Source: an optimization exercise on an open RTL-to-GDS flow (aim: small area). Production flows keep margins and buffers that such runs may drop.
In this exercise RTL edits were held to simulation tests only and were not proved equivalent to the original.
Power and IR drop assume default switching activity.

## design/flow/config.mk

```make
export PLATFORM = sky130hd
export DESIGN_NAME = alu_seq
export DESIGN_NICKNAME = alu_seq
export VERILOG_FILES = /design/flow/design.v
export SDC_FILE = /design/flow/constraint.sdc
export NUM_CORES = 4
export LEC_CHECK = 0
export CAP_MARGIN = 20
export CORE_MARGIN = 2
export CORE_UTILIZATION = 40
export SLEW_MARGIN = 20
export SYNTH_HIERARCHICAL = 1
```

## design/flow/constraint.sdc

```tcl
create_clock -name core_clock -period 10.0 [get_ports {clk}]
set_input_delay 2.0000 -clock core_clock [delete_from_list [all_inputs] [get_ports {clk}]]
set_output_delay 2.0000 -clock core_clock [all_outputs]
set_load 0.01 [all_outputs]
```

## design/flow/design.v

```verilog
`default_nettype none
package diablo_alu_pkg;
  localparam int ALU_OP_W = 4;
  typedef enum logic [ALU_OP_W-1:0] {
    ALU_ADD  = 4'd0,
    ALU_SUB  = 4'd1,
    ALU_AND  = 4'd2,
    ALU_OR   = 4'd3,
    ALU_XOR  = 4'd4,
    ALU_SLL  = 4'd5,
    ALU_SRL  = 4'd6,
    ALU_SRA  = 4'd7,
    ALU_SLT  = 4'd8,
    ALU_SLTU = 4'd9,
    ALU_MUL  = 4'd10,
    ALU_DIV  = 4'd11,
    ALU_DIVU = 4'd12,
    ALU_REM  = 4'd13,
    ALU_REMU = 4'd14
  } alu_op_e;
  typedef enum logic [1:0] {
    ST_IDLE = 2'd0,
    ST_BUSY = 2'd1,
    ST_DONE = 2'd2
  } alu_state_e;
  function automatic logic op_is_iter(input alu_op_e op);
    case (op)
      diablo_alu_pkg::ALU_MUL, diablo_alu_pkg::ALU_DIVU, diablo_alu_pkg::ALU_REMU: op_is_iter = 1'b1;
      diablo_alu_pkg::ALU_DIV, diablo_alu_pkg::ALU_REM: op_is_iter = 1'b1;
      default:                     op_is_iter = 1'b0;
    endcase
  endfunction
endpackage
`default_nettype wire
`default_nettype none
module alu_fa (
  input  logic i_a,
  input  logic i_b,
  input  logic i_c,
  output logic o_s,
  output logic o_c
);
  assign o_s = i_a ^ i_b ^ i_c;
  assign o_c = (i_a & i_b) | (i_a & i_c) | (i_b & i_c);
endmodule
module alu_muldiv_iter
#(
  parameter int XLEN = 64
) (
  input  logic [XLEN-1:0] i_acc,
  input  logic            i_bitin,
  input  logic [XLEN-1:0] i_b,
  input  logic            i_c1n,
  input  logic            i_c0n,
  input  logic            i_y64,
  input  logic            i_cin,
  output logic [XLEN:0]   o_sum
);
  logic [XLEN:0] x, y, s0, c0, pa, tc;
  logic [6:0] bc;
  assign x = {i_acc, i_bitin};
  always_comb for (int i = 0; i < XLEN; i++) y[i] = !(i_b[i] ? i_c1n : i_c0n);
  assign y[XLEN] = i_y64;
  assign bc[0] = i_cin;
  alu_fa u_fa0 (.i_a(x[0]), .i_b(y[0]), .i_c(bc[0]), .o_s(s0[0]), .o_c(c0[0]));
  alu_fa u_fa1 (.i_a(x[1]), .i_b(y[1]), .i_c(c0[0]), .o_s(s0[1]), .o_c(c0[1]));
  alu_fa u_fa2 (.i_a(x[2]), .i_b(y[2]), .i_c(c0[1]), .o_s(s0[2]), .o_c(c0[2]));
  alu_fa u_fa3 (.i_a(x[3]), .i_b(y[3]), .i_c(c0[2]), .o_s(s0[3]), .o_c(c0[3]));
  alu_fa u_fa4 (.i_a(x[4]), .i_b(y[4]), .i_c(c0[3]), .o_s(s0[4]), .o_c(c0[4]));
  alu_fa u_fa5 (.i_a(x[5]), .i_b(y[5]), .i_c(c0[4]), .o_s(s0[5]), .o_c(c0[5]));
  alu_fa u_fa6 (.i_a(x[6]), .i_b(y[6]), .i_c(c0[5]), .o_s(s0[6]), .o_c(c0[6]));
  alu_fa u_fa7 (.i_a(x[7]), .i_b(y[7]), .i_c(c0[6]), .o_s(s0[7]), .o_c(c0[7]));
  alu_fa u_fa8 (.i_a(x[8]), .i_b(y[8]), .i_c(c0[7]), .o_s(s0[8]), .o_c(c0[8]));
  alu_fa u_fa9 (.i_a(x[9]), .i_b(y[9]), .i_c(c0[8]), .o_s(s0[9]), .o_c(c0[9]));
  alu_fa u_fa10 (.i_a(x[10]), .i_b(y[10]), .i_c(c0[9]), .o_s(s0[10]), .o_c(c0[10]));
  assign o_sum[10:0] = s0[10:0];
  assign bc[1] = c0[10];
  assign s0[11] = x[11] ^ y[11];
  assign c0[11] = x[11] & y[11];
  alu_fa u_fa12 (.i_a(x[12]), .i_b(y[12]), .i_c(c0[11]), .o_s(s0[12]), .o_c(c0[12]));
  alu_fa u_fa13 (.i_a(x[13]), .i_b(y[13]), .i_c(c0[12]), .o_s(s0[13]), .o_c(c0[13]));
  alu_fa u_fa14 (.i_a(x[14]), .i_b(y[14]), .i_c(c0[13]), .o_s(s0[14]), .o_c(c0[14]));
  alu_fa u_fa15 (.i_a(x[15]), .i_b(y[15]), .i_c(c0[14]), .o_s(s0[15]), .o_c(c0[15]));
  alu_fa u_fa16 (.i_a(x[16]), .i_b(y[16]), .i_c(c0[15]), .o_s(s0[16]), .o_c(c0[16]));
  alu_fa u_fa17 (.i_a(x[17]), .i_b(y[17]), .i_c(c0[16]), .o_s(s0[17]), .o_c(c0[17]));
  alu_fa u_fa18 (.i_a(x[18]), .i_b(y[18]), .i_c(c0[17]), .o_s(s0[18]), .o_c(c0[18]));
  alu_fa u_fa19 (.i_a(x[19]), .i_b(y[19]), .i_c(c0[18]), .o_s(s0[19]), .o_c(c0[19]));
  alu_fa u_fa20 (.i_a(x[20]), .i_b(y[20]), .i_c(c0[19]), .o_s(s0[20]), .o_c(c0[20]));
  alu_fa u_fa21 (.i_a(x[21]), .i_b(y[21]), .i_c(c0[20]), .o_s(s0[21]), .o_c(c0[21]));
  assign pa[21] = &s0[21:11];
  assign o_sum[11] = s0[11] ^ bc[1];
  assign tc[11] = s0[11] & bc[1];
  assign o_sum[12] = s0[12] ^ tc[11];
  assign tc[12] = s0[12] & tc[11];
  assign o_sum[13] = s0[13] ^ tc[12];
  assign tc[13] = s0[13] & tc[12];
  assign o_sum[14] = s0[14] ^ tc[13];
  assign tc[14] = s0[14] & tc[13];
  assign o_sum[15] = s0[15] ^ tc[14];
  assign tc[15] = s0[15] & tc[14];
  assign o_sum[16] = s0[16] ^ tc[15];
  assign tc[16] = s0[16] & tc[15];
  assign o_sum[17] = s0[17] ^ tc[16];
  assign tc[17] = s0[17] & tc[16];
  assign o_sum[18] = s0[18] ^ tc[17];
  assign tc[18] = s0[18] & tc[17];
  assign o_sum[19] = s0[19] ^ tc[18];
  assign tc[19] = s0[19] & tc[18];
  assign o_sum[20] = s0[20] ^ tc[19];
  assign tc[20] = s0[20] & tc[19];
  assign o_sum[21] = s0[21] ^ tc[20];
  assign tc[21] = s0[21] & tc[20];
  assign bc[2] = c0[21] | (bc[1] & pa[21]);
  assign s0[22] = x[22] ^ y[22];
  assign c0[22] = x[22] & y[22];
  alu_fa u_fa23 (.i_a(x[23]), .i_b(y[23]), .i_c(c0[22]), .o_s(s0[23]), .o_c(c0[23]));
  alu_fa u_fa24 (.i_a(x[24]), .i_b(y[24]), .i_c(c0[23]), .o_s(s0[24]), .o_c(c0[24]));
  alu_fa u_fa25 (.i_a(x[25]), .i_b(y[25]), .i_c(c0[24]), .o_s(s0[25]), .o_c(c0[25]));
  alu_fa u_fa26 (.i_a(x[26]), .i_b(y[26]), .i_c(c0[25]), .o_s(s0[26]), .o_c(c0[26]));
  alu_fa u_fa27 (.i_a(x[27]), .i_b(y[27]), .i_c(c0[26]), .o_s(s0[27]), .o_c(c0[27]));
  alu_fa u_fa28 (.i_a(x[28]), .i_b(y[28]), .i_c(c0[27]), .o_s(s0[28]), .o_c(c0[28]));
  alu_fa u_fa29 (.i_a(x[29]), .i_b(y[29]), .i_c(c0[28]), .o_s(s0[29]), .o_c(c0[29]));
  alu_fa u_fa30 (.i_a(x[30]), .i_b(y[30]), .i_c(c0[29]), .o_s(s0[30]), .o_c(c0[30]));
  alu_fa u_fa31 (.i_a(x[31]), .i_b(y[31]), .i_c(c0[30]), .o_s(s0[31]), .o_c(c0[31]));
  alu_fa u_fa32 (.i_a(x[32]), .i_b(y[32]), .i_c(c0[31]), .o_s(s0[32]), .o_c(c0[32]));
  assign pa[32] = &s0[32:22];
  assign o_sum[22] = s0[22] ^ bc[2];
  assign tc[22] = s0[22] & bc[2];
  assign o_sum[23] = s0[23] ^ tc[22];
  assign tc[23] = s0[23] & tc[22];
  assign o_sum[24] = s0[24] ^ tc[23];
  assign tc[24] = s0[24] & tc[23];
  assign o_sum[25] = s0[25] ^ tc[24];
  assign tc[25] = s0[25] & tc[24];
  assign o_sum[26] = s0[26] ^ tc[25];
  assign tc[26] = s0[26] & tc[25];
  assign o_sum[27] = s0[27] ^ tc[26];
  assign tc[27] = s0[27] & tc[26];
  assign o_sum[28] = s0[28] ^ tc[27];
  assign tc[28] = s0[28] & tc[27];
  assign o_sum[29] = s0[29] ^ tc[28];
  assign tc[29] = s0[29] & tc[28];
  assign o_sum[30] = s0[30] ^ tc[29];
  assign tc[30] = s0[30] & tc[29];
  assign o_sum[31] = s0[31] ^ tc[30];
  assign tc[31] = s0[31] & tc[30];
  assign o_sum[32] = s0[32] ^ tc[31];
  assign tc[32] = s0[32] & tc[31];
  assign bc[3] = c0[32] | (bc[2] & pa[32]);
  assign s0[33] = x[33] ^ y[33];
  assign c0[33] = x[33] & y[33];
  alu_fa u_fa34 (.i_a(x[34]), .i_b(y[34]), .i_c(c0[33]), .o_s(s0[34]), .o_c(c0[34]));
  alu_fa u_fa35 (.i_a(x[35]), .i_b(y[35]), .i_c(c0[34]), .o_s(s0[35]), .o_c(c0[35]));
  alu_fa u_fa36 (.i_a(x[36]), .i_b(y[36]), .i_c(c0[35]), .o_s(s0[36]), .o_c(c0[36]));
  alu_fa u_fa37 (.i_a(x[37]), .i_b(y[37]), .i_c(c0[36]), .o_s(s0[37]), .o_c(c0[37]));
  alu_fa u_fa38 (.i_a(x[38]), .i_b(y[38]), .i_c(c0[37]), .o_s(s0[38]), .o_c(c0[38]));
  alu_fa u_fa39 (.i_a(x[39]), .i_b(y[39]), .i_c(c0[38]), .o_s(s0[39]), .o_c(c0[39]));
  alu_fa u_fa40 (.i_a(x[40]), .i_b(y[40]), .i_c(c0[39]), .o_s(s0[40]), .o_c(c0[40]));
  alu_fa u_fa41 (.i_a(x[41]), .i_b(y[41]), .i_c(c0[40]), .o_s(s0[41]), .o_c(c0[41]));
  alu_fa u_fa42 (.i_a(x[42]), .i_b(y[42]), .i_c(c0[41]), .o_s(s0[42]), .o_c(c0[42]));
  alu_fa u_fa43 (.i_a(x[43]), .i_b(y[43]), .i_c(c0[42]), .o_s(s0[43]), .o_c(c0[43]));
  assign pa[43] = &s0[43:33];
  assign o_sum[33] = s0[33] ^ bc[3];
  assign tc[33] = s0[33] & bc[3];
  assign o_sum[34] = s0[34] ^ tc[33];
  assign tc[34] = s0[34] & tc[33];
  assign o_sum[35] = s0[35] ^ tc[34];
  assign tc[35] = s0[35] & tc[34];
  assign o_sum[36] = s0[36] ^ tc[35];
  assign tc[36] = s0[36] & tc[35];
  assign o_sum[37] = s0[37] ^ tc[36];
  assign tc[37] = s0[37] & tc[36];
  assign o_sum[38] = s0[38] ^ tc[37];
  assign tc[38] = s0[38] & tc[37];
  assign o_sum[39] = s0[39] ^ tc[38];
  assign tc[39] = s0[39] & tc[38];
  assign o_sum[40] = s0[40] ^ tc[39];
  assign tc[40] = s0[40] & tc[39];
  assign o_sum[41] = s0[41] ^ tc[40];
  assign tc[41] = s0[41] & tc[40];
  assign o_sum[42] = s0[42] ^ tc[41];
  assign tc[42] = s0[42] & tc[41];
  assign o_sum[43] = s0[43] ^ tc[42];
  assign tc[43] = s0[43] & tc[42];
  assign bc[4] = c0[43] | (bc[3] & pa[43]);
  assign s0[44] = x[44] ^ y[44];
  assign c0[44] = x[44] & y[44];
  alu_fa u_fa45 (.i_a(x[45]), .i_b(y[45]), .i_c(c0[44]), .o_s(s0[45]), .o_c(c0[45]));
  alu_fa u_fa46 (.i_a(x[46]), .i_b(y[46]), .i_c(c0[45]), .o_s(s0[46]), .o_c(c0[46]));
  alu_fa u_fa47 (.i_a(x[47]), .i_b(y[47]), .i_c(c0[46]), .o_s(s0[47]), .o_c(c0[47]));
  alu_fa u_fa48 (.i_a(x[48]), .i_b(y[48]), .i_c(c0[47]), .o_s(s0[48]), .o_c(c0[48]));
  alu_fa u_fa49 (.i_a(x[49]), .i_b(y[49]), .i_c(c0[48]), .o_s(s0[49]), .o_c(c0[49]));
  alu_fa u_fa50 (.i_a(x[50]), .i_b(y[50]), .i_c(c0[49]), .o_s(s0[50]), .o_c(c0[50]));
  alu_fa u_fa51 (.i_a(x[51]), .i_b(y[51]), .i_c(c0[50]), .o_s(s0[51]), .o_c(c0[51]));
  alu_fa u_fa52 (.i_a(x[52]), .i_b(y[52]), .i_c(c0[51]), .o_s(s0[52]), .o_c(c0[52]));
  alu_fa u_fa53 (.i_a(x[53]), .i_b(y[53]), .i_c(c0[52]), .o_s(s0[53]), .o_c(c0[53]));
  alu_fa u_fa54 (.i_a(x[54]), .i_b(y[54]), .i_c(c0[53]), .o_s(s0[54]), .o_c(c0[54]));
  assign pa[54] = &s0[54:44];
  assign o_sum[44] = s0[44] ^ bc[4];
  assign tc[44] = s0[44] & bc[4];
  assign o_sum[45] = s0[45] ^ tc[44];
  assign tc[45] = s0[45] & tc[44];
  assign o_sum[46] = s0[46] ^ tc[45];
  assign tc[46] = s0[46] & tc[45];
  assign o_sum[47] = s0[47] ^ tc[46];
  assign tc[47] = s0[47] & tc[46];
  assign o_sum[48] = s0[48] ^ tc[47];
  assign tc[48] = s0[48] & tc[47];
  assign o_sum[49] = s0[49] ^ tc[48];
  assign tc[49] = s0[49] & tc[48];
  assign o_sum[50] = s0[50] ^ tc[49];
  assign tc[50] = s0[50] & tc[49];
  assign o_sum[51] = s0[51] ^ tc[50];
  assign tc[51] = s0[51] & tc[50];
  assign o_sum[52] = s0[52] ^ tc[51];
  assign tc[52] = s0[52] & tc[51];
  assign o_sum[53] = s0[53] ^ tc[52];
  assign tc[53] = s0[53] & tc[52];
  assign o_sum[54] = s0[54] ^ tc[53];
  assign tc[54] = s0[54] & tc[53];
  assign bc[5] = c0[54] | (bc[4] & pa[54]);
  assign s0[55] = x[55] ^ y[55];
  assign c0[55] = x[55] & y[55];
  alu_fa u_fa56 (.i_a(x[56]), .i_b(y[56]), .i_c(c0[55]), .o_s(s0[56]), .o_c(c0[56]));
  alu_fa u_fa57 (.i_a(x[57]), .i_b(y[57]), .i_c(c0[56]), .o_s(s0[57]), .o_c(c0[57]));
  alu_fa u_fa58 (.i_a(x[58]), .i_b(y[58]), .i_c(c0[57]), .o_s(s0[58]), .o_c(c0[58]));
  alu_fa u_fa59 (.i_a(x[59]), .i_b(y[59]), .i_c(c0[58]), .o_s(s0[59]), .o_c(c0[59]));
  alu_fa u_fa60 (.i_a(x[60]), .i_b(y[60]), .i_c(c0[59]), .o_s(s0[60]), .o_c(c0[60]));
  alu_fa u_fa61 (.i_a(x[61]), .i_b(y[61]), .i_c(c0[60]), .o_s(s0[61]), .o_c(c0[61]));
  alu_fa u_fa62 (.i_a(x[62]), .i_b(y[62]), .i_c(c0[61]), .o_s(s0[62]), .o_c(c0[62]));
  alu_fa u_fa63 (.i_a(x[63]), .i_b(y[63]), .i_c(c0[62]), .o_s(s0[63]), .o_c(c0[63]));
  alu_fa u_fa64 (.i_a(x[64]), .i_b(y[64]), .i_c(c0[63]), .o_s(s0[64]), .o_c(c0[64]));
  assign pa[64] = &s0[64:55];
  assign o_sum[55] = s0[55] ^ bc[5];
  assign tc[55] = s0[55] & bc[5];
  assign o_sum[56] = s0[56] ^ tc[55];
  assign tc[56] = s0[56] & tc[55];
  assign o_sum[57] = s0[57] ^ tc[56];
  assign tc[57] = s0[57] & tc[56];
  assign o_sum[58] = s0[58] ^ tc[57];
  assign tc[58] = s0[58] & tc[57];
  assign o_sum[59] = s0[59] ^ tc[58];
  assign tc[59] = s0[59] & tc[58];
  assign o_sum[60] = s0[60] ^ tc[59];
  assign tc[60] = s0[60] & tc[59];
  assign o_sum[61] = s0[61] ^ tc[60];
  assign tc[61] = s0[61] & tc[60];
  assign o_sum[62] = s0[62] ^ tc[61];
  assign tc[62] = s0[62] & tc[61];
  assign o_sum[63] = s0[63] ^ tc[62];
  assign tc[63] = s0[63] & tc[62];
  assign o_sum[64] = s0[64] ^ tc[63];
  assign tc[64] = s0[64] & tc[63];
  assign bc[6] = c0[64] | (bc[5] & pa[64]);
endmodule
`default_nettype wire
`default_nettype none
module alu_seq
#(
  parameter int XLEN = 64
) (
  input  logic            clk,
  input  logic            rst_n,
  input  logic            in_valid,
  output logic            in_ready,
  input  logic [diablo_alu_pkg::ALU_OP_W-1:0] in_op,
  input  logic [XLEN-1:0] in_a,
  input  logic [XLEN-1:0] in_b,
  output logic            out_valid,
  input  logic            out_ready,
  output logic [XLEN-1:0] out_result,
  output logic            out_err
);
  localparam int SHW = $clog2(XLEN);
  localparam logic [1:0] S_PRE = 2'd0, S_P0 = 2'd1, S_P1 = 2'd2, S_P2 = 2'd3;
  logic            r_ov;
  logic [1:0]      r_st;
  logic [SHW-1:0]  r_k;
  logic            r_abit;
  logic            r_lt;
  logic            r_pbit;
  logic [XLEN-1:0] r_acc;
  logic [XLEN-1:0] r_q;
  logic            r_psgn;
  logic            r_f1;
  logic            r_f2;
  logic [3:0]      r_op;
  logic            r_a63;
  logic            r_b63;
  diablo_alu_pkg::alu_op_e w_op;
  logic w_p0, w_p1, w_p2, w_first, w_lastk, w_last, w_done;
  logic w_add, w_sub_op, w_logic, w_shift, w_mul, w_cmp, w_isdiv, w_two;
  logic w_signed, w_rem, w_sa, w_bn, w_negq, w_e, w_e63, w_sub, w_bk, w_diff, w_lt, w_lbit;
  logic [SHW-1:0]  w_kn;
  logic            w_knl, w_hold;
  logic            w_bitin, w_yen, w_yinv, w_y64, w_cin;
  logic [XLEN:0]   w_sum;
  assign w_op     = diablo_alu_pkg::alu_op_e'(r_op);
  assign w_add    = (w_op == diablo_alu_pkg::ALU_ADD);
  assign w_sub_op = (w_op == diablo_alu_pkg::ALU_SUB);
  assign w_logic  = (w_op == diablo_alu_pkg::ALU_AND) || (w_op == diablo_alu_pkg::ALU_OR) ||
                    (w_op == diablo_alu_pkg::ALU_XOR);
  assign w_shift  = (w_op == diablo_alu_pkg::ALU_SLL) || (w_op == diablo_alu_pkg::ALU_SRL) ||
                    (w_op == diablo_alu_pkg::ALU_SRA);
  assign w_cmp    = (w_op == diablo_alu_pkg::ALU_SLT) || (w_op == diablo_alu_pkg::ALU_SLTU);
  assign w_mul    = (w_op == diablo_alu_pkg::ALU_MUL);
  assign w_isdiv  = diablo_alu_pkg::op_is_iter(w_op) && !w_mul;
  assign w_two    = w_logic || w_cmp || w_shift;
  assign w_signed = (w_op == diablo_alu_pkg::ALU_DIV) || (w_op == diablo_alu_pkg::ALU_REM);
  assign w_rem    = (w_op == diablo_alu_pkg::ALU_REM) || (w_op == diablo_alu_pkg::ALU_REMU);
  assign w_sa     = w_signed && r_a63;
  assign w_bn     = w_signed && r_b63;
  assign w_p0     = (r_st == S_P0);
  assign w_p1     = (r_st == S_P1);
  assign w_p2     = (r_st == S_P2);
  assign w_first  = (r_k == SHW'(XLEN-1));
  assign w_lastk  = (r_k == '0);
  assign w_last   = w_p2 || (w_p1 && w_two) || (w_p0 && !w_two && !w_isdiv);
  assign w_done   = w_last && w_lastk;
  assign in_ready = !r_ov && (w_done || !in_valid);
  assign out_valid  = r_ov;
  assign out_result = r_acc;
  assign out_err    = (r_op == 4'd15);
  assign w_kn  = (r_st == S_PRE) ? SHW'(XLEN-1) : (r_k - 1'b1);
  assign w_knl = (w_kn < in_b[SHW-1:0]);
  always_ff @(posedge clk) begin
    r_abit <= ((in_op == 4'd6 || in_op == 4'd7) && w_knl) ? ((in_op == 4'd7) && in_a[XLEN-1]) : in_a[w_kn];
    r_lt   <= w_knl;
  end
  assign w_bk   = r_acc[XLEN-1];
  always_comb begin
    case (w_op)
      diablo_alu_pkg::ALU_AND: w_lbit = r_abit & w_bk;
      diablo_alu_pkg::ALU_OR:  w_lbit = r_abit | w_bk;
      default:                 w_lbit = r_abit ^ w_bk;
    endcase
  end
  assign w_lt = (w_op == diablo_alu_pkg::ALU_SLT && (r_a63 ^ r_b63)) ? r_a63 : r_psgn;
  assign w_e63  = ((&r_acc) && r_psgn) || (r_f2 && r_pbit);
  assign w_e    = w_sa && r_f2;
  assign w_negq = (w_sa ^ w_bn) && !r_f1;
  assign w_sub  = w_p1 ? !r_psgn : (w_sa && r_psgn);
  always_comb begin
    w_bitin = 1'b0;
    w_yen   = 1'b0;
    w_yinv  = 1'b0;
    w_y64   = 1'b0;
    w_cin   = 1'b0;
    case (r_st)
      S_P0: begin
        if (w_add || w_sub_op || w_shift || w_cmp) w_bitin = r_abit;
        if (w_add || w_sub_op || w_logic || w_cmp) w_yen = w_lastk;
        if (w_sub_op || w_cmp) begin
          w_yinv = w_lastk;
          w_cin  = w_lastk;
        end
        if (w_cmp) w_y64 = !r_acc[XLEN-1];
        if (w_mul) w_yen = r_abit;
      end
      S_P1: begin
        if (w_shift && w_op != diablo_alu_pkg::ALU_SLL) w_bitin = r_acc[XLEN-1];
        if (w_logic) w_bitin = w_lbit;
        if (w_cmp)   w_bitin = w_lastk && w_lt;
        if (w_isdiv) begin
          w_bitin = r_abit ^ w_sa;
          w_yen   = 1'b1;
          w_yinv  = w_sub ^ w_bn;
          w_cin   = w_sub ^ w_bn;
          w_y64   = w_sub;
        end
      end
      S_P2: begin
        if (!w_rem) begin
          w_bitin = r_q[XLEN-1] ^ w_negq;
          w_cin   = w_lastk && (w_e ^ w_negq);
        end else begin
          w_bitin = r_acc[XLEN-1] ^ w_sa;
          w_yen   = w_lastk && (w_e ^ r_psgn);
          w_yinv  = w_lastk && (w_e ^ r_psgn) && (w_sub ^ w_bn);
          w_cin   = w_lastk && (w_e ^ r_psgn) && (w_sub ^ w_bn);
        end
      end
      default: ;
    endcase
  end
  alu_muldiv_iter #(
    .XLEN (XLEN)
  ) u_dp (
    .i_acc  (r_acc),
    .i_bitin(w_bitin),
    .i_b    (in_b),
    .i_c1n  (!(w_yen ^ w_yinv)),
    .i_c0n  (!w_yinv),
    .i_y64  (w_y64),
    .i_cin  (w_cin),
    .o_sum  (w_sum)
  );
  always_ff @(posedge clk or negedge rst_n) begin
    if (!rst_n) begin
      r_ov <= 1'b0;
      r_st <= S_PRE;
    end else begin
      if (r_ov) begin
        if (out_ready) r_ov <= 1'b0;
      end else if (in_valid && w_done) begin
        r_ov <= 1'b1;
      end
      if (r_ov || !in_valid || w_done)    r_st <= S_PRE;
      else if (r_st == S_PRE || w_lastk)  r_st <= r_st + 1'b1;
    end
  end
  always_ff @(posedge clk) begin
    r_k    <= w_kn;
    r_pbit <= w_bitin;
    r_q    <= {r_q[XLEN-2:0], !w_sum[XLEN]};
    if (w_p0) r_psgn <= w_cmp && w_sum[XLEN];
    if (w_p1 && w_isdiv) r_psgn <= w_sum[XLEN];
  end
  assign w_hold = w_p1 && w_shift && ((w_op == diablo_alu_pkg::ALU_SLL) ? !r_lt : r_lt);
  always_ff @(posedge clk) begin
    if (!r_ov && !w_hold) r_acc <= w_sum[XLEN-1:0];
    if (!r_ov) r_op <= in_op;
    r_a63 <= in_a[XLEN-1];
    r_b63 <= in_b[XLEN-1];
  end
  always_ff @(posedge clk) begin
    if (w_p1) begin
      if (w_first) r_f1 <= !w_sum[XLEN];
      r_f2 <= !w_first && (((&r_acc) && r_psgn) || (r_f2 && r_pbit));
    end else if (w_p2 && w_first) begin
      r_f2 <= w_e63;
    end
  end
endmodule
`default_nettype wire
```

## design/flow/flow/run.sh

```bash
#!/bin/bash
# Layout of alu_seq: the standard flow (standard.sh, all steps unchanged), with the port
# buffers that global placement inserts on every input and output made of the smallest buffer
# cell, sky130_fd_sc_hd__buf_1, in place of the flow's default choice. Each tool's output is kept
# in a log of its own here; ORFS also keeps per-step logs under orfs/logs.
set -euo pipefail
export BUFFER_PORTS_ARGS="-buffer_cell sky130_fd_sc_hd__buf_1"
export CTS_ARGS="-sink_clustering_enable -repair_clock_nets -dont_use_dummy_load -buf_list {sky130_fd_sc_hd__clkbuf_4 sky130_fd_sc_hd__clkbuf_8} -root_buf sky130_fd_sc_hd__clkbuf_8 -sink_buffer_max_cap_derate 1.0 -sink_clustering_size 30 -sink_clustering_max_diameter 200"
bash standard.sh > standard.log 2>&1
```

## design/flow/standard.sh

```bash
#!/bin/bash
# synth_recipe.tcl (not shown) runs the flow's synth.tcl, then flattens the netlist and writes it again
# the make line also repeats each setting of config.mk as NAME=value (left out here)
make -C /OpenROAD-flow-scripts/flow DESIGN_CONFIG=/design/flow/config.mk WORK_HOME=/design/flow/orfs CLKGATE_MAP_FILE= SYNTH_SCRIPT=/design/flow/synth_recipe.tcl "${@:-finish}"
```

==> impl_metrics.tcl, run 1 <==
set metrics [dict create \
    status "timing/DRC/antenna clean" \
    final_nets 1101 \
    period_minus_slack_ns 9.516 \
    multiInputGateArea_um2 4420 \
    cp-startpoint "r_k[0]" \
    syn-num-nets 919 \
    worstSetupPathType "reg -> reg" \
    path_clk_slew_ns 0.08 \
    stdcell_count 1111 \
    placedCellCount 1094 \
    synthCells 656 \
    start_kind "flip-flop" \
    area.sequential_um2 3709 \
    grt_setup_unrepaired "false" \
    nFillCells 1979 \
    netlist_area_um2 8438 \
    die_area_um2 22270 \
    path_common_cell "ha_1" \
    slew-limit-headroom 0.4057 \
    crit_slowest_cell "fa_1" \
    drt.antenna.violating_nets 0 \
    htree_levels 4 \
    antenna_found_initial 0 \
    ir_worst_vdd_mv 0.1018 \
    portBuffers 202 \
    dieWidth_um 149.2 \
    fin_setup_tns_ns 0 \
    hold_viol 0 \
    final_layout_size_suffix_gt1_frac 0.05144 \
    critPathRequiredTime_ns 10.16 \
    cts_root_buf "clkbuf_8" \
    max_stage_delay_ns 0.49 \
    num_rows 53 \
    cp_data_arrival_time_ns 9.68 \
    synthFlopType "dfxtp_1" \
    r2r-start "r_k[0]" \
    antenna_cells 0 \
    max_freq_mhz 105.1 \
    synth_seq_cells 149 \
    yosysUniqueCellTypes 71 \
    clockBufferDepth 2 \
    route.detailed.drc 0 \
    r2r_end "r_psgn" \
    area_delta_synth_final_pct 14.12 \
    synth_edf_count 71 \
    r2r_cells 35 \
    vias 5804 \
    start_util 0.4040 \
    post-cts-setup-buffer-count 0 \
    drtIter0Drc 370 \
    cts_buffers 17 \
    viasPerCell 5.224 \
    track_usage 0.1903 \
    ys_warn_count 9 \
    cts_tree "yes" \
    p_leak_uw 0.004263 \
    yosysSeqAreaShare 0.4395 \
    firstDrtPassIters 5 \
    die_height_um 149.2 \
    async_flop_share 0.02013 \
    worstPathMaxFanout 63 \
    critical_path.endpoint "r_psgn" \
    drv_cap 0 \
    core_area_um2 20890 \
    ioPinCount 203 \
    yosys.area.top_type "edfxtp_1" \
    post-dp-hpwl_mm 15.96 \
    slew_viol_final 0 \
    grt_max_degree 65 \
    fin_crit_sh 0.9516 \
    worstMarginPinSlew_ns 0.8914 \
    yosys-top-cells-area "edfxtp_1, dfxtp_1, fa_1" \
    overflow 0 \
    yosysTopAreaCellShare 0.2527 \
    end_kind "flip-flop" \
    grt_pass1_wl_mm 32.51 \
    worstHoldStart "r_q[5]" \
    place.gp.congestion 0.8304 \
    hp-class "reg -> reg" \
    reg2reg_slack_ns 0.48 \
    routedWlPerCell_um 18.62 \
    total_power_uw 2179 \
    syn_avg_cell_area_um2 12.86 \
    clk_latency_ns 0.43 \
    totalWireLength_mm 20.69 \
    skew_ns 0.02502 \
    power.density_nw_per_um2 226.3 \
    cts.sinks 149 \
    setup_violations 0 \
    grt_pass1_vias 5917 \
]
==> cells in the final DEF, fill, tap and decap left out, types with 5 or more instances in the layout <==
cell type | synthesis | routed
nand2b_1 | 5 | 5
nand2_1 | 21 | 21
nor3_1 | 9 | 9
a221oi_1 | 8 | 8
a21oi_1 | 19 | 19
inv_1 | 25 | 25
edfxtp_1 | 71 | 71
dfxtp_1 | 75 | 75
o22ai_1 | 7 | 7
nand3_1 | 8 | 7
nand4_1 | 27 | 27
clkbuf_8 | 0 | 17
buf_1 | 6 | 202
a22oi_1 | 7 | 7
mux2i_1 | 79 | 79
fa_1 | 60 | 60
nor2_1 | 16 | 16
xnor2_1 | 5 | 5
ha_1 | 67 | 67
o21ai_0 | 10 | 10
xor2_1 | 10 | 10
==> modules after synthesis (local to each module, per instance), a selection <==
module   copies in the design  cell area, µm²  cells inside  flops+latches
alu_seq                     1            5603           426            149
alu_fa                     60           20.02             1              0
==> metrics by stage <==
| step | utilization | setup WS, ns | instance area [µm²] | hold slack [ns] |
|---|---|---|---|---|
| 3_3_place_gp | 0.4495 | 0.4451 | 9389 | 0.3101 |
| 5_1_grt | 0.4610 | 0.008971 | 9629 | 0.3088 |
| 4_1_cts | 0.4607 | 0.3120 | 9623 | 0.3113 |
| 2_1_floorplan | - | 0.6268 | 8438 | 0.3096 |
| 3_5_place_dp | 0.4495 | 0.3282 | 9389 | 0.3121 |
| 6_report | 0.4610 | 0.4842 | 9629 | 0.3083 |
==> registers in the layout, indices dropped and copies added (netlist names) <==
name    count
r_q        64
r_b63       1
r_acc      64
r_op        4
r_psgn      1
r_lt        1
r_f1        1
r_a63       1
r_f2        1
r_st        2
r_abit      1
r_ov        1
r_k         6
r_pbit      1
==> cell type report <==
cell class / instances / area share
clock buffers: 17 / 0.02430
inverters: 27 / 0.01052
well taps: 275 / 0.03573
flip-flops and latches: 149 / 0.3851
multi-input cells: 436 / 0.4591
repair buffers: 207 / 0.08524
==> worst min path at each step <==
stage,endpoint,cells after the start,slack [ns]
2_1_floorplan,r_q[10],0,0.31
3_3_place_gp,r_q[32],0,0.31
3_5_place_dp,r_q[23],0,0.31
4_1_cts,r_q[6],0,0.31
5_1_grt,r_q[6],0,0.31
6_report,r_q[6],0,0.31
==> worst max-delay path, delay by kind of cell (launching register included) <==
| kind | cells | cell delay, ns |
|---|---|---|
| xor gates and xnor gates | 1 | 0.16 |
| AOI/OAI and AO/OA | 4 | 0.88 |
| muxes | 1 | 0.13 |
| buffers and inverters | 3 | 0.52 |
| and+or+nand+nor | 5 | 1.05 |
| DFF | 1 | 0.31 |
| adders and majority gates | 21 | 6.19 |
==> layer usage <==
metal	part of all wire	track usage
met4	0.012	0.04619
met2	0.47	0.3041
met5	0	0
met3	0.078	0.04801
met1	0.44	0.2612
==> synth_stat cells (6+ instances only) <==
library cell  instances
a21oi_1              19
a221oi_1              8
a22oi_1               7
buf_1                 6
buf_4                15
clkbuf_1             17
dfxtp_1              75
edfxtp_1             71
fa_1                 60
ha_1                 67
inv_1                25
mux2i_1              79
nand2_1              21
nand3_1               8
nand4_1              27
nor2_1               16
nor3_1                9
o21ai_0              10
o22ai_1               7
xor2_1               10
==> power by group <==
group / internal, µW / switching [µW]
sequential: 918 / 208
clock: 150 / 187
combinational: 289 / 427
==> cells by family (layout without fill, tap and decap cells) <==
logic type / after synthesis / in the layout / share of synthesized area
multiplexers: 84 / 84 / 0.1031
buffers and inverters: 71 / 251 / 0.03989
XOR/XNOR: 18 / 18 / 0.02135
flip-flops: 149 / 149 / 0.4395
AO/OA/AOI/OAI: 93 / 93 / 0.07919
AND/OR/NAND/NOR: 114 / 114 / 0.07533
adder cells (fa/ha/maj): 127 / 127 / 0.2417
==> repair_timing <==
item	in CTS	in global routing
hold endpoints to repair	0	0
hold buffers	0	0
endpoints found under the setup margin	0	3
gates resized for setup	0	1
==> run 2, diff against run 1 <==
==> design/flow/flow/run.sh (replaced) <==
#!/bin/bash
# Layout of alu_seq: the standard flow (standard.sh, all steps unchanged), with the port
# buffers that global placement inserts on every input and output made of the smallest buffer
# cell, sky130_fd_sc_hd__buf_1, in place of the flow's default choice. Each tool's output is kept
# in a log of its own here; ORFS also keeps per-step logs under orfs/logs.
set -euo pipefail
export BUFFER_PORTS_ARGS="-buffer_cell sky130_fd_sc_hd__buf_1"
export CTS_ARGS="-sink_clustering_enable -repair_clock_nets -dont_use_dummy_load -buf_list {sky130_fd_sc_hd__clkbuf_4 sky130_fd_sc_hd__clkbuf_8} -root_buf sky130_fd_sc_hd__clkbuf_8 -sink_clustering_size 12 -sink_clustering_max_diameter 60"
bash standard.sh > standard.log 2>&1
--- a/design/flow/config.mk
+++ b/design/flow/config.mk
@@ -7,6 +7,6 @@
 export LEC_CHECK = 0
 export CAP_MARGIN = 20
 export CORE_MARGIN = 2
-export CORE_UTILIZATION = 40
+export CORE_UTILIZATION = 60
 export SLEW_MARGIN = 20
 export SYNTH_HIERARCHICAL = 1
==> run 2 against run 1 <==
Against the previous run:
- clock skew is 0.0046 ns higher
- combinational power is 0.6% higher
- still clean
- final cell count is 8.6% lower
- critical endpoint unchanged
==> impl_metrics.tcl, run 2 <==
set metrics [dict create \
    yosys.area.top_type "edfxtp_1" \
    portBuffers 202 \
    holdPathEnd "r_q[26]" \
    path_common_cell "ha_1" \
    place.gp.congestion 0.9057 \
    status "timing/DRC/antenna clean" \
    max_stage_delay_ns 0.50 \
    grt_setup_unrepaired "false" \
    synthTopCellsByCount "mux2i_1, dfxtp_1, edfxtp_1, ha_1, fa_1" \
    synth_edf_count 71 \
    slew-limit-headroom 0.4627 \
    final_cell_mix "buf_1, mux2i_1, dfxtp_1" \
    start_util 0.6103 \
    clockBufferDepth 2 \
    yosysUniqueCellTypes 71 \
    die_area_um2 15030 \
    multiInputGateArea_um2 4420 \
    antenna_found_initial 0 \
    synthCells 656 \
    routedWlPerCell_um 19.39 \
    netlist_area_um2 8438 \
    fin_setup_tns_ns 0 \
    synth_seq_cells 149 \
    worst_slack_ns 0.5179 \
    grt_max_degree 64 \
    critPathRequiredTime_ns 10.20 \
    yosys-top-cells-area "edfxtp_1, dfxtp_1, fa_1" \
    placedCellCount 999 \
    totalWireLength_mm 19.71 \
    die_height_um 122.6 \
    hold_buffers 0 \
    syn-num-nets 919 \
    route.detailed.drc 0 \
    clk_latency_ns 0.45 \
    post-cts-setup-buffer-count 0 \
    cp_data_arrival_time_ns 9.68 \
    worstSetupPathType "reg -> reg" \
    drt.antenna.violating_nets 0 \
    synthFlopType "dfxtp_1" \
    worstPathMaxFanout 63 \
    drv_cap 0 \
    num_rows 43 \
    fin_crit_sh 0.9482 \
    crit_slowest_cell "fa_1" \
    path_delay_family "adder cells" \
    r2r_end "r_psgn" \
    yosysSeqAreaShare 0.4395 \
    hold_depth 0 \
    setup_violations 0 \
    skew_ns 0.02964 \
    yosys.cell_count.top_type "mux2i_1" \
    viasPerCell 5.843 \
    routedLengthMet1_mm 8.325 \
    ys_warn_count 9 \
    async_flop_share 0.02013 \
    grt_pass1_vias 6234 \
    r2r-start "r_k[0]" \
    final_nets 1101 \
    final_layout_size_suffix_gt1_frac 0.05144 \
    max_freq_mhz 105.5 \
    antenna_cells 0 \
    core_area_um2 13830 \
    hold_viol 0 \
    met2_wirelength_mm 9.938 \
    layout_commonest_cell "buf_1" \
    dieWidth_um 122.6 \
    cts_tree "yes" \
    hp-class "reg -> reg" \
    reg2reg_slack_ns 0.52 \
    worstHoldStart "r_q[25]" \
    firstDrtPassIters 6 \
    grt_pass1_wl_mm 31.37 \
    cts.sinks 149 \
    area.sequential_um2 3709 \
    r2r_cells 35 \
    top_regs "r_acc x64, r_q x64, r_k x6" \
    drtIter0Drc 530 \
    critPathBufInv 3 \
    start_kind "flip-flop" \
    cts_root_buf "clkbuf_8" \
    stdcell_count 1016 \
    track_usage 0.2753 \
    end_kind "flip-flop" \
    post-dp-hpwl_mm 14.98 \
    htree_levels 4 \
    period_minus_slack_ns 9.482 \
    yosysTopAreaCellShare 0.2527 \
    final_core_util 0.6878 \
    path_clk_slew_ns 0.07 \
    syn_avg_cell_area_um2 12.86 \
    top_layer_used "met4" \
    ir_worst_vdd_mv 0.1329 \
    area_delta_synth_final_pct 12.71 \
    nFillCells 1029 \
    power.density_nw_per_um2 229.0 \
    slew_viol_final 0 \
    dr_wl_met3_mm 1.128 \
    post_cts_resized 0 \
    cts_buffers 17 \
    post-place-ws_ns 0.3690 \
    overflow 0 \
    ioPinCount 203 \
    worstMarginPinSlew_ns 0.8059 \
    vias 5936 \
    p_leak_uw 0.004263 \
]
## run 2: worst reg2reg max path: cells and delay by family, from the launching register on
family / cells / cell delay, ns
AOI/OAI and AO/OA: 4 / 0.88
xor gates and xnor gates: 1 / 0.16
adders and majority gates: 21 / 6.15
buffers and inverters: 3 / 0.53
DFF: 1 / 0.32
muxes: 1 / 0.16
and+or+nand+nor: 5 / 1.07
## run 2: per-layer routing
layer	track usage	vias to the layer above
met1	0.3591	2942
li1	-	2766
met2	0.4646	202
met5	0	-
met4	0.07328	0
met3	0.06413	26
## run 2: cell type report
type                            count  area share
Clock buffer                       17     0.02460
Inverter                           27     0.01066
Multi-Input combinational cell    436      0.4648
Sequential cell                   149      0.3899
Tap cell                          180     0.02368
Timing Repair Buffer              207     0.08630
## run 2: how the worst max path moves through the flow
| stage | end | cells past startpoint | startpoint | slack, ns |
|---|---|---|---|---|
| after CTS | r_psgn | 35 | r_k[0] | 0.39 |
| after detailed placement | r_psgn | 29 | in_b[0] | 0.37 |
| final | r_psgn | 35 | r_k[0] | 0.52 |
| after global placement | r_psgn | 29 | in_b[0] | 0.47 |
| after global routing | r_psgn | 35 | r_k[0] | 0.07 |
| after floorplan | r_psgn | 38 | r_k[0] | 0.63 |
## run 2: Yosys stat by module (local to each module, per instance), a selection
| module | cells inside | times used |
|---|---|---|
| alu_fa | 1 | 60 |
| alu_seq | 426 | 1 |
## run 2: where the power goes
group / leakage [µW] / internal (µW) / switching (µW)
registers: 0.00146 / 918 / 202
clock network: 0.000122 / 150 / 188
logic: 0.00268 / 292 / 428
## run 2: logic make-up (layout without fill, tap and decap cells)
family | after synthesis | count (layout) | share of synthesized area
buf+inv | 71 | 251 | 0.03989
flops | 149 | 149 | 0.4395
compound gates | 93 | 93 | 0.07919
mux | 84 | 84 | 0.1031
xor+xnor | 18 | 18 | 0.02135
simple gates | 114 | 114 | 0.07533
fa+ha+maj | 127 | 127 | 0.2417
## run 2: through the flow
step / hold WS [ns] / area (µm²) / power (µW)
2_1_floorplan: 0.3096 / 8438 / 1553
3_3_place_gp: 0.3113 / 9270 / 1815
3_5_place_dp: 0.3121 / 9270 / 1839
4_1_cts: 0.3126 / 9504 / 2184
5_1_grt: 0.3234 / 9510 / 2318
6_report: 0.3120 / 9510 / 2177
==> run 3, diff against run 2 <==
--- a/design/flow/config.mk
+++ b/design/flow/config.mk
@@ -7,6 +7,6 @@
 export LEC_CHECK = 0
 export CAP_MARGIN = 20
 export CORE_MARGIN = 2
-export CORE_UTILIZATION = 60
+export CORE_UTILIZATION = 75
 export SLEW_MARGIN = 20
 export SYNTH_HIERARCHICAL = 1
==> run 3 against run 2 <==
Against the previous run:
- still clean
- combinational power is about 10% higher
- critical path depth stayed put
- count of clock-buffer cells in the layout stayed put
- design area is 1.0% higher
- synthesized cell count stayed put
- worst setup slack worse by 0.35 ns
- core utilization is 19 points higher
- hold slack worse by 0.017 ns
- final cell count is 2.5% lower
- sequential power hardly changed
- area after synthesis stayed put
- critical path type unchanged
- largest cell class unchanged
==> impl_metrics.tcl, run 3 <==
set metrics [dict create \
    status "timing/DRC/antenna clean" \
    cts_root_buf "clkbuf_8" \
    area.sequential_um2 3709 \
    p_leak_uw 0.004342 \
    worstSetupPathType "reg -> reg" \
    grt_pass1_vias 6570 \
    use_met1 0.4664 \
    fin_setup_tns_ns 0 \
    async_flop_share 0.02013 \
    period_minus_slack_ns 9.837 \
    drtIter0Drc 853 \
    p_int_uw 1387 \
    post-place-ws_ns 0.02034 \
    die_height_um 110.1 \
    design_area_um2 9608 \
    worst_slack_ns 0.1631 \
    area_delta_synth_final_pct 13.86 \
    cts_buffers 17 \
    ir_worst_vdd_mv 0.1783 \
    hold_depth 0 \
    vias 6678 \
    path_clk_slew_ns 0.09 \
    route.detailed.drc 0 \
    groute.layer.met3.usage 0.09347 \
    ys_warn_count 9 \
    start_kind "flip-flop" \
    final_nets 1116 \
    power_switching_uw 906.4 \
    totalWireLength_mm 24.38 \
    worstMarginPinSlew_ns 0.8299 \
    cp_data_arrival_time_ns 10.04 \
    yosys-top-cells-area "edfxtp_1, dfxtp_1, fa_1" \
    cts.sinks 149 \
    multiInputGateArea_um2 4438 \
    grt_pass1_wl_mm 34.37 \
    netlist_area_um2 8438 \
    yosys.cell_count.top_type "mux2i_1" \
    critPathRequiredTime_ns 10.21 \
    place.gp.congestion 0.9298 \
    slew-limit-headroom 0.4467 \
    yosysTopAreaCellShare 0.2527 \
    switching_share 0.3953 \
    antenna_found_initial 0 \
    combPwrFrac 0.347 \
    r2r_cells 35 \
    viasPerCell 6.739 \
    final_cell_mix "buf_1, mux2i_1, dfxtp_1" \
    htree_levels 4 \
    synth_compound_area_frac 0.07918 \
    max_freq_mhz 101.7 \
    yosys.area.top_type "edfxtp_1" \
    synth_top_family_by_area "adder cells" \
    setup_violations 0 \
    grt_max_degree 65 \
    portBuffers 202 \
    synthTopCellsByCount "mux2i_1, dfxtp_1, edfxtp_1, ha_1, fa_1" \
    syn_avg_cell_area_um2 12.86 \
    met2_usage 0.6766 \
    yosysSeqAreaShare 0.4395 \
    synth_simple_gate_area_share 0.07533 \
    final_layout_size_suffix_gt1_frac 0.07168 \
    power.density_nw_per_um2 238.7 \
    drt.antenna.violating_nets 0 \
    slew_viol_final 0 \
    seqPwrFrac 0.502 \
    layout_commonest_cell "buf_1" \
    core_area_um2 10890 \
    dpl_cell_area_um2 9220 \
    ioPinCount 203 \
    synth_fa_ha_area_frac 0.2417 \
    overflow 0 \
    antenna_cells 0 \
    reg2reg_slack_ns 0.16 \
    post-dp-hpwl_mm 16.21 \
    cts_tree "yes" \
    synthFlopType "dfxtp_1" \
    syn-num-nets 919 \
    yosysUniqueCellTypes 71 \
    clk_latency_ns 0.46 \
    crit_slowest_cell "fa_1" \
    start_util 0.7750 \
    nFillCells 519 \
    drv_cap 0 \
    routedWlPerCell_um 24.60 \
    track_usage 0.3931 \
    hp-class "reg -> reg" \
    skew_ns 0.03329 \
    dieWidth_um 110.1 \
    fin_crit_sh 0.9837 \
    die_area_um2 12120 \
    top_regs "r_acc x64, r_q x64, r_k x6" \
    end_kind "flip-flop" \
    hold_viol 0 \
    synth_edf_count 71 \
    worstPathMaxFanout 32 \
    max_stage_delay_ns 0.56 \
    synthMuxAreaShare 0.1031 \
    synth_seq_cells 149 \
    synthCells 656 \
    top_usage_layer "met2" \
    num_rows 38 \
    clkPwrFrac 0.152 \
    firstDrtPassIters 7 \
    synth_xor_xnor_area_share 0.02135 \
    final_core_util 0.8824 \
    hold_buffers 0 \
    clockBufferDepth 2 \
]
## run 3: cell counts after synthesis
No cell type changed its count.
## run 3: repair_timing
action | CTS | global route
endpoints found under the hold margin | 0 | 0
buffers inserted | 0 | 14
pin swaps | 0 | 2
gates resized for setup | 1 | 4
cloned | 0 | 1
setup endpoints to repair | 1 | 4
## run 3: cell type report
class / instances / area share
multi-input combinational: 436 / 0.4619
clock buffer: 17 / 0.02435
timing repair buffer: 222 / 0.09897
inverter: 27 / 0.01055
tap: 140 / 0.01823
sequential: 149 / 0.3860
## run 3: final timing paths
| check | from | end |
|---|---|---|
| worst max-delay path | r_k[0] | r_psgn |
| worst min-delay path | r_q[9] | r_q[10] |
| worst max register to register | r_k[0] | r_psgn |
| worst min register to register | r_q[9] | r_q[10] |
| max in group asynchronous | rst_n | r_st[1] |
| min in group asynchronous | rst_n | r_st[0] |
## run 3: through the flow
stage	std cells	hold slack [ns]	power [µW]
finish	991	0.2950	2293
global route	991	0.2953	2386
CTS	976	0.2974	2217
floorplan	656	0.3096	1553
global placement	959	0.3118	1795
detailed placement	959	0.3128	1858
## run 3: Yosys stat by module, one instance, submodules excluded, excerpt
module,area [µm²],copies in the design
alu_fa,20.02,60
alu_seq,5603,1
## run 3: cell families after synthesis
kind of cell,Yosys count
flops,149
fa+ha+maj,127
xor+xnor,18
buf+inv,71
mux,84
simple gates,114
compound gates,93
## run 3: critical path: cells and delay by family, from the launching register on
family / cells / cell delay [ns]
buf+inv: 3 / 0.51
simple gates: 5 / 1.14
fa+ha+maj: 21 / 6.37
mux: 1 / 0.12
flops: 1 / 0.32
compound gates: 4 / 0.95
xor+xnor: 1 / 0.16
## run 3: power groups by stage
stage	logic (µW)	clock network, µW	registers, µW
finish	795	348	1150
detailed placement	720	0	1140
floorplan	431	0	1120
global placement	673	0	1120
CTS	739	341	1140
global route	850	367	1170
## run 3: routing by layer
| metal | vias to the layer above | share of wire |
|---|---|---|
| met5 | - | 0 |
| met1 | 3217 | 0.34 |
| li1 | 2796 | - |
| met2 | 534 | 0.50 |
| met3 | 131 | 0.11 |
| met4 | 0 | 0.057 |
==> run 4, diff against run 3 <==
--- a/design/flow/config.mk
+++ b/design/flow/config.mk
@@ -7,6 +7,6 @@
 export LEC_CHECK = 0
 export CAP_MARGIN = 20
 export CORE_MARGIN = 2
-export CORE_UTILIZATION = 75
+export CORE_UTILIZATION = 40
 export SLEW_MARGIN = 20
 export SYNTH_HIERARCHICAL = 1
==> run 4 against run 3 <==
Against the previous run:
- clock skew down 0.0083 ns
- largest cell class unchanged
- hold slack better by 0.013 ns
- still clean
- combinational power down 9.9%
- non-clock buffer count is 15 lower
==> impl_metrics.tcl, run 4 <==
set metrics [dict create \
    worstMarginPinSlew_ns 0.8914 \
    setup_violations 0 \
    layout_commonest_cell "buf_1" \
    status "timing/DRC/antenna clean" \
    final_nets 1101 \
    clk_latency_ns 0.43 \
    start_kind "flip-flop" \
    cp_data_arrival_time_ns 9.68 \
    critPathRequiredTime_ns 10.16 \
    synthTopCellsByCount "mux2i_1, dfxtp_1, edfxtp_1, ha_1, fa_1" \
    combPwrFrac 0.329 \
    cts_root_buf "clkbuf_8" \
    ioPinCount 203 \
    yosysSeqAreaShare 0.4395 \
    cts.sinks 149 \
    p_int_uw 1357 \
    clockBufferDepth 2 \
    die_height_um 149.2 \
    netlist_area_um2 8438 \
    seqPwrFrac 0.517 \
    switching_share 0.3771 \
    async_flop_share 0.02013 \
    drt.antenna.violating_nets 0 \
    yosysUniqueCellTypes 71 \
    cts_buffers 17 \
    place.gp.congestion 0.8304 \
    yosys-top-cells-area "edfxtp_1, dfxtp_1, fa_1" \
    core_area_um2 20890 \
    post-dp-hpwl_mm 15.96 \
    p_leak_uw 0.004263 \
    worstSetupPathType "reg -> reg" \
    dieWidth_um 149.2 \
    path_common_cell "ha_1" \
    cts_tree "yes" \
    max_freq_mhz 105.1 \
    hold_buffers 0 \
    ir_worst_vdd_mv 0.1018 \
    crit_slowest_cell "fa_1" \
    totalWireLength_mm 20.69 \
    fin_crit_sh 0.9516 \
    skew_ns 0.02502 \
    die_area_um2 22270 \
    timing.hold.ws_ns 0.3083 \
    final_layout_size_suffix_gt1_frac 0.05144 \
    yosys.cell_count.top_type "mux2i_1" \
    track_usage 0.1903 \
    yosys.area.top_type "edfxtp_1" \
    period_minus_slack_ns 9.516 \
    hp-class "reg -> reg" \
    syn-num-nets 919 \
    route.detailed.drc 0 \
    synth_seq_cells 149 \
    final_cell_mix "buf_1, mux2i_1, dfxtp_1" \
    antenna_found_initial 0 \
    fin_setup_tns_ns 0 \
    top_usage_layer "met2" \
    met2_usage 0.3041 \
    yosysTopAreaCellShare 0.2527 \
    post-cts-setup-buffer-count 0 \
    end_kind "flip-flop" \
    drv_cap 0 \
    htree_levels 4 \
    synthFlopType "dfxtp_1" \
    firstDrtPassIters 5 \
    viasPerCell 5.224 \
    vias 5804 \
    grt_pass1_wl_mm 32.51 \
    area_delta_synth_final_pct 14.12 \
    slew-limit-headroom 0.4057 \
    drtIter0Drc 370 \
    use_met1 0.2612 \
    power.density_nw_per_um2 226.3 \
    antenna_cells 0 \
    groute.layer.met3.usage 0.04801 \
    max_stage_delay_ns 0.49 \
    hold_viol 0 \
    top_regs "r_acc x64, r_q x64, r_k x6" \
    portBuffers 202 \
    synth_edf_count 71 \
    start_util 0.4040 \
    slew_viol_final 0 \
    grt_pass1_vias 5917 \
    path_clk_slew_ns 0.08 \
    clkPwrFrac 0.155 \
    grt_max_degree 65 \
    ys_warn_count 9 \
    num_rows 53 \
    worstPathMaxFanout 63 \
    grt_setup_unrepaired "false" \
    power_switching_uw 821.7 \
    routedWlPerCell_um 18.62 \
    synthCells 656 \
    syn_avg_cell_area_um2 12.86 \
    overflow 0 \
]
run 4: per-module statistics from Yosys, one instance, submodules excluded, a selection:
module | cells inside | times used
alu_fa | 1 | 60
alu_seq | 426 | 1
run 4: through the flow:
| stage | total power (µW) | instance area, µm² | cells | setup slack (ns) | util |
|---|---|---|---|---|---|
| 2_1_floorplan | 1553 | 8438 | 656 | 0.6268 | - |
| 3_3_place_gp | 1855 | 9389 | 1094 | 0.4451 | 0.4495 |
| 3_5_place_dp | 1856 | 9389 | 1094 | 0.3282 | 0.4495 |
| 4_1_cts | 2206 | 9623 | 1111 | 0.3120 | 0.4607 |
| 5_1_grt | 2331 | 9629 | 1111 | 0.008971 | 0.4610 |
| 6_report | 2179 | 9629 | 1111 | 0.4842 | 0.4610 |
run 4: layer usage:
layer  wire [µm]  share of wire  up-vias
met5           0              0        -
met4         240          0.012        0
met3        1616          0.078       17
met2        9678           0.47      204
met1        9152           0.44     2824
li1            -              -     2759
run 4: path summary, 6_finish.rpt:
path	slack (ns)	endpoint	startpoint	cells after the start
min in group asynchronous	1.38	r_ov	rst_n	1
hold reg to reg	0.31	r_q[6]	r_q[5]	0
setup reg to reg	0.48	r_psgn	r_k[0]	35
hold / removal	0.31	r_q[6]	r_q[5]	0
max in group asynchronous	8.47	r_st[0]	rst_n	1
setup / recovery	0.48	r_psgn	r_k[0]	35
run 4: area by class of cell:
class	instances	area [µm²]
clock buffers	17	234.0
fillers	1979	11260
inverters	27	101.3
multi-input cells	436	4420
flip-flops and latches	149	3709
well taps	275	344.1
repair buffers	207	820.8
run 4: logic make-up after synthesis:
logic type                 after synthesis  share of synthesized area
AOI/OAI and AO/OA                       93                    0.07919
xor gates and xnor gates                18                    0.02135
adders and majority gates              127                     0.2417
buffers and inverters                   71                    0.03989
DFF                                    149                     0.4395
muxes                                   84                     0.1031
and+or+nand+nor                        114                    0.07533
run 4: critical path, delay by kind of cell (launching register included):
kind | cells | cell delay [ns]
muxes | 1 | 0.13
adders and majority gates | 21 | 6.19
AOI/OAI and AO/OA | 4 | 0.88
xor gates and xnor gates | 1 | 0.16
DFF | 1 | 0.31
buffers and inverters | 3 | 0.52
and+or+nand+nor | 5 | 1.05
run 4: what timing repair did:
action                     in CTS  in global routing
hold endpoints to repair        0                  0
setup endpoints to repair       0                  3
resized for setup               0                  1
run 4: power groups by stage:
stage                     combinational (µW)  clock, µW  sequential [µW]
after floorplan                          431          0             1120
after global placement                   710          0             1140
after detailed placement                 718          0             1140
after CTS                                724        351             1130
after global routing                     797        372             1160
final                                    716        337             1130
==> run 5, diff against run 4 <==
--- a/design/flow/design.v
+++ b/design/flow/design.v
@@ -322,7 +322,7 @@
   assign out_result = r_acc;
   assign out_err    = (r_op == 4'd15);
   assign w_kn  = (r_st == S_PRE) ? SHW'(XLEN-1) : (r_k - 1'b1);
-  assign w_knl = (w_kn < in_b[SHW-1:0]);
+  assign w_knl = (r_st != S_PRE) && !w_lastk && (r_lt || (r_k == in_b[SHW-1:0]));
   always_ff @(posedge clk) begin
     r_abit <= ((in_op == 4'd6 || in_op == 4'd7) && w_knl) ? ((in_op == 4'd7) && in_a[XLEN-1]) : in_a[w_kn];
     r_lt   <= w_knl;
==> run 5 against run 4 <==
Against the previous run:
- still clean on timing, DRC and antenna
- critical path type unchanged
- area after synthesis decreased by 1.5%
- wire length decreased by 2.7%
- synthesized cell count decreased by 1.7%
- maximum frequency increased by 0.56%
- largest cell class unchanged
- register-to-register slack improved by 0.05 ns
==> impl_metrics.tcl, run 5 <==
set metrics [dict create \
    cp_data_arrival_time_ns 9.64 \
    worstMarginPinSlew_ns 0.8964 \
    path_common_cell "ha_1" \
    end_kind "flip-flop" \
    ys_warn_count 9 \
    design_area_um2 9547 \
    hold_buffers 0 \
    route.detailed.drc 0 \
    yosys.area.top_type "edfxtp_1" \
    fin_crit_sh 0.9463 \
    totalWireLength_mm 20.13 \
    slew_viol_final 0 \
    path_clk_slew_ns 0.08 \
    grt_pass1_vias 5962 \
    yosysUniqueCellTypes 67 \
    yosys.cell_count.top_type "dfxtp_1" \
    yosysSeqAreaShare 0.4460 \
    routedWlPerCell_um 18.26 \
    ioPinCount 203 \
    r2r-start "r_k[0]" \
    synthFlopType "dfxtp_1" \
    max_freq_mhz 105.7 \
    die_area_um2 21960 \
    drtIter0Drc 221 \
    htree_levels 4 \
    combPwrFrac 0.333 \
    stdcell_count 1102 \
    reg2reg_slack_ns 0.54 \
    synthCells 645 \
    max_stage_delay_ns 0.51 \
    clk_latency_ns 0.44 \
    post-cts-setup-buffer-count 0 \
    vias 5751 \
    grt_max_degree 65 \
    synth_edf_count 71 \
    total_power_uw 2165 \
    viasPerCell 5.219 \
    layout_commonest_cell "buf_1" \
    yosysTopAreaCellShare 0.2564 \
    portBuffers 202 \
    async_flop_share 0.02013 \
    critPathRequiredTime_ns 10.18 \
    ir_worst_vdd_mv 0.1061 \
    core_area_um2 20300 \
    fin_setup_tns_ns 0 \
    worstPathMaxFanout 63 \
    hold_viol 0 \
    cp-startpoint "r_k[0]" \
    place.gp.congestion 0.8206 \
    timing.hold.ws_ns 0.3124 \
    critical_path.endpoint "r_psgn" \
    slew-limit-headroom 0.4024 \
    firstDrtPassIters 8 \
    r2r_cells 35 \
    syn-num-nets 903 \
    placedCellCount 1079 \
    final_cell_mix "buf_1, dfxtp_1, mux2i_1" \
    status "timing/DRC/antenna clean" \
    num_rows 52 \
    syn_avg_cell_area_um2 12.89 \
    crit_slowest_cell "fa_1" \
    post-dp-hpwl_mm 15.67 \
    nFillCells 1933 \
    dpl_cell_area_um2 9273 \
    cts_root_buf "clkbuf_8" \
    synth_seq_cells 149 \
    cts_tree "yes" \
    hp-class "reg -> reg" \
    p_int_uw 1358 \
    post_cts_resized 0 \
    period_minus_slack_ns 9.463 \
    yosys-top-cells-area "edfxtp_1, dfxtp_1, fa_1" \
    synthTopCellsByCount "dfxtp_1, mux2i_1, edfxtp_1, ha_1, fa_1" \
    die_height_um 148.2 \
    area_delta_synth_final_pct 14.81 \
    start_util 0.4096 \
    track_usage 0.1900 \
    skew_ns 0.02222 \
    switching_share 0.3730 \
    power.density_nw_per_um2 226.8 \
    cts_buffers 17 \
    setup_violations 0 \
    worstSetupPathType "reg -> reg" \
    final_layout_size_suffix_gt1_frac 0.06498 \
    power_switching_uw 807.5 \
    final_nets 1091 \
    netlist_area_um2 8315 \
    antenna_found_initial 1 \
    start_kind "flip-flop" \
    seqPwrFrac 0.512 \
    grt_pass1_wl_mm 32.12 \
    p_leak_uw 0.004131 \
    r2r_end "r_psgn" \
    drv_cap 0 \
    top_regs "r_acc x64, r_q x64, r_k x6" \
    clkPwrFrac 0.155 \
    drt.antenna.violating_nets 0 \
    dieWidth_um 148.2 \
    grt_setup_unrepaired "false" \
    clockBufferDepth 2 \
    cts.sinks 149 \
    overflow 0 \
]
==> run 5: cell count changes in the layout (fill, tap and decap cells not counted), moves of 5 or more <==
cell and delta:
mux2_2 +6, a21oi_1 -7, a22oi_1 -5, nand2_1 +7
buf_4 +6, inv_1 -7, mux2i_1 -7, xor2_1 +5
a221oi_1 -5, ha_1 -5
==> run 5: cells by family after synthesis <==
kind of cell / Yosys count / synth area share
flops: 149 / 0.4460
fa+ha+maj: 122 / 0.2377
simple gates: 118 / 0.07614
compound gates: 87 / 0.07478
mux: 82 / 0.1020
buf+inv: 63 / 0.03626
xor+xnor: 24 / 0.02709
==> run 5: worst min-delay path by stage <==
stage          startpoint      end  slack, ns  cells past startpoint
6_report          r_q[34]  r_q[35]       0.31                      0
5_1_grt           r_q[34]  r_q[35]       0.32                      0
4_1_cts           r_q[34]  r_q[35]       0.32                      0
3_5_place_dp      r_q[44]  r_q[45]       0.31                      0
3_3_place_gp      r_q[56]  r_q[57]       0.31                      0
2_1_floorplan      r_q[9]  r_q[10]       0.31                      0
==> run 5: per-stage QoR <==
| stage | setup slack (ns) | utilization |
|---|---|---|
| 6_report | 0.5369 | 0.4703 |
| 5_1_grt | 0.01830 | 0.4702 |
| 4_1_cts | 0.4656 | 0.4683 |
| 3_5_place_dp | 0.2453 | 0.4568 |
| 3_3_place_gp | 0.4069 | 0.4568 |
| 2_1_floorplan | 0.8795 | - |
==> run 5: critical path: cells and delay by family, from the launching register on <==
| kind | cells | cell delay, ns |
|---|---|---|
| buffers and inverters | 3 | 0.44 |
| xor gates and xnor gates | 1 | 0.15 |
| and+or+nand+nor | 5 | 1.09 |
| muxes | 1 | 0.13 |
| DFF | 1 | 0.32 |
| adders and majority gates | 21 | 6.07 |
| AOI/OAI and AO/OA | 4 | 0.93 |
==> run 5: cell type report <==
class | count | area, µm² | share of cell area
multi-input cells | 433 | 4327 | 0.4532
flip-flops and latches | 149 | 3709 | 0.3885
repair buffers | 213 | 865.8 | 0.09069
well taps | 270 | 337.8 | 0.03539
clock buffers | 17 | 234.0 | 0.02451
inverters | 19 | 71.32 | 0.007471
diodes | 1 | 2.502 | 0.0002621
==> run 5: per-layer routing <==
layer  vias up  part of all wire  GRT usage
met5         -                 0          0
met4         0             0.011    0.05000
met3        21             0.068    0.05460
met2       206              0.49     0.3204
met1      2794              0.43     0.2407
li1       2730                 -          -
==> run 5: per-module statistics from Yosys (local to each module, per instance), a selection <==
| module | flip-flops and latches | times used | cell area, µm² | cells |
|---|---|---|---|---|
| alu_fa | 0 | 60 | 20.02 | 1 |
| alu_seq | 149 | 1 | 5480 | 415 |
==> run 5: power by group through the flow <==
stage                     sequential [µW]  combinational (µW)  clock, µW
after detailed placement             1120                 721          0
after CTS                            1120                 729        353
after global routing                 1140                 811        375
after floorplan                      1110                 437          0
after global placement               1130                 716          0
final                                1110                 722        336

-- what the ideal ports hide --
No port has a modelled driver above. Below, the same layouts with a new extraction and two added sets of constraints.
Step 1: set_driving_cell puts a clkbuf_16 on clk and a buf_2 on each other input, an assumption about the parent block.
Step 2 also shifts input and output timing later by t, the mid clock arrival at the registers, as if the neighbouring blocks saw the same clock.
Three values: no drivers, after step 1, after step 2; two values: the first two.
run	shift t [ns]	setup slack, ns	worst setup path after step 2	latest minus earliest clock arrival (ns)	worst data-port slew with drivers (ns)
run 1	0.458	0.484 / 0.484 / 0.378	input to register	0.025 / 0.025	0.06
run 2	0.475	0.518 / 0.518 / 0.392	input to register	0.030 / 0.030	0.06
run 3	0.487	0.163 / 0.163 / -0.138	input to register	0.033 / 0.034	0.09
run 4	0.458	0.484 / 0.484 / 0.378	input to register	0.025 / 0.025	0.06
run 5	0.474	0.537 / 0.537 / 0.307	input to register	0.022 / 0.022	0.10
Met with ideal ports but missed after step 2: setup timing in run 3. For run 3, which loses most, drivers alone change the setup slack by 0.000 ns; drivers and shift together by -0.301 ns.
